What follows belongs to an exercise in optimizing a design on an open flow for small area, a short achievable clock period and few clock cycles; a production flow would make more cautious choices. Only simulation tests tie the RTL to the original design; equivalence was not proved.

Setup of east:
## attn_top
module attn_top (
  input  logic clk,
  input  logic reset_n,
  input  logic dut_valid,
  output logic dut_ready,
  output logic [16-1:0] sram_input_read_address,
  input  logic [32-1:0] sram_input_read_data,
  output logic [16-1:0] sram_weight_read_address,
  input  logic [32-1:0] sram_weight_read_data,
  output logic [16-1:0] sram_result_read_address,
  input  logic [32-1:0] sram_result_read_data,
  output logic                    sram_result_write_enable,
  output logic [16-1:0] sram_result_write_address,
  output logic [32-1:0] sram_result_write_data,
  output logic [16-1:0] sram_scratchpad_read_address,
  input  logic [32-1:0] sram_scratchpad_read_data,
  output logic                    sram_scratchpad_write_enable,
  output logic [16-1:0] sram_scratchpad_write_address,
  output logic [32-1:0] sram_scratchpad_write_data
);
For scale: ~3000 cells after synthesis, roughly 340 flip-flops, ~290 I/O pins, about 25000 um^2 of cells after synthesis.
==> flow/config.mk <==
export PLATFORM = sky130hd
export DESIGN_NAME = attn_top
export DESIGN_NICKNAME = attn_top
export VERILOG_FILES = /design/flow/design.v
export SDC_FILE = /design/flow/constraint.sdc
export NUM_CORES = 4
export LEC_CHECK = 0
export ABC_AREA = 1
export CAP_MARGIN = 20
export CORE_MARGIN = 2
export CORE_UTILIZATION = 60
export CTS_CLUSTER_DIAMETER = 100
export CTS_CLUSTER_SIZE = 26
export SLEW_MARGIN = 20
==> flow/constraint.sdc <==
create_clock -name core_clock -period 16.0 [get_ports {clk}]
set_input_delay 3.2000 -clock core_clock [delete_from_list [all_inputs] [get_ports {clk}]]
set_output_delay 3.2000 -clock core_clock [all_outputs]
set_load 0.01 [all_outputs]
standard.sh (not shown) runs the stock make flow with config.mk's settings and CLKGATE_MAP_FILE= SYNTH_SCRIPT=/design/flow/synth_recipe.tcl, a recipe that flattens the netlist after the stock synthesis.
==> flow/flow/run.sh <==
#!/bin/bash
set -euo pipefail
export BUFFER_PORTS_ARGS="-buffer_cell sky130_fd_sc_hd__buf_1"
export SETUP_SLACK_MARGIN=11.7
bash standard.sh > standard.log 2>&1
east ended with every stage complete and zero timing, DRC or antenna violations.
Testbench counts of east, summed over its fixed seeds: cycles 256,851.
> inputs changed (east -> north)
- CTS_CLUSTER_SIZE: 26 -> 24
==> flow/flow/run.sh <==
#!/bin/bash
set -euo pipefail
export BUFFER_PORTS_ARGS="-buffer_cell sky130_fd_sc_hd__buf_2"
export SETUP_SLACK_MARGIN=11.6
bash standard.sh > standard.log 2>&1
### Flow results
- XOR/XNOR share of the synthesized area came out exactly the same in north and east.
- [compare] base=east new=north: post-route clock period utilization rose 0.49 points, worst hold slack after final layout about even.
- Across both runs, number of ordinary and repair buffers in the finished layout was lower for north than for east.
- On global routing usage summed across all routing layers, north and east are neck and neck.


## birch
Starting RTL as in the previous note.
export LEC_CHECK = 0
export ABC_AREA = 1
export CAP_MARGIN = 20
export CORE_MARGIN = 2
export CORE_UTILIZATION = 60
export CTS_CLUSTER_DIAMETER = 100
export CTS_CLUSTER_SIZE = 24
export SLEW_MARGIN = 20
create_clock -name core_clock -period 16.0 [get_ports {clk}]
==> flow/flow/run.sh <==
#!/bin/bash
set -euo pipefail
export BUFFER_PORTS_ARGS="-buffer_cell sky130_fd_sc_hd__buf_1"
export SETUP_SLACK_MARGIN=11.68
bash standard.sh > standard.log 2>&1
Testbench counts of birch, summed over its fixed seeds: cycles 256,851.
For cedar, these inputs were changed with respect to birch:
Settings: PLACE_DENSITY: unset -> 0.7.
diff --git a/flow/flow/run.sh b/flow/flow/run.sh
--- a/flow/flow/run.sh
+++ b/flow/flow/run.sh
@@ -4 +4 @@
-export SETUP_SLACK_MARGIN=11.68
+export SETUP_SLACK_MARGIN=11.7
[summary]
Final core area utilization, birch and cedar, lower one = birch.
Changes observed in cedar relative to birch: setup slack after layout has increased.
In cedar relative to birch, via count had gone up slightly.
Of birch and cedar, the higher routability congestion estimate belongs to cedar.
[compare] base=birch new=cedar: area of all placed cells without fillers up 0.99%, normalized max-slew margin went down by 9.3 points, arrival time of the worst setup path flat, fraction of area in clock buffers and inverters has increased.

-- separate check: timing with driven ports --
Ports are ideal in the flow. The routed layouts listed here were re-timed in OpenROAD. Step 1 sets driving cells, clkbuf_16 on the clock port and buf_2 on the other inputs (assumed; they add their load-dependent delay and slew). Step 2 adds t to the input delays and takes it off the output delays; t is the mean of the earliest and latest rising clock arrival at the registers after step 1. Input paths then give back, and output paths get back, about the clock's delay inside the block. Slacks: ideal ports / drivers / drivers and shift; pairs: ideal ports / drivers.
run | t (ns) | slack for setup (ns) | worst register clock-pin slew, ns | worst slew at a driven data input, ns
east | 0.597 | 11.716 / 11.656 / 11.345 | 0.11 / 0.11 | 0.05
north | 0.595 | 11.639 / 11.576 / 11.282 | 0.10 / 0.10 | 0.06
birch | 0.590 | 11.704 / 11.650 / 11.326 | 0.10 / 0.10 | 0.05
cedar | 0.601 | 11.708 / 11.651 / 11.393 | 0.10 / 0.10 | 0.07
After both steps setup and hold are still met in every run listed. For birch, which loses most, drivers alone change the setup slack by -0.054 ns; drivers and shift together by -0.378 ns.
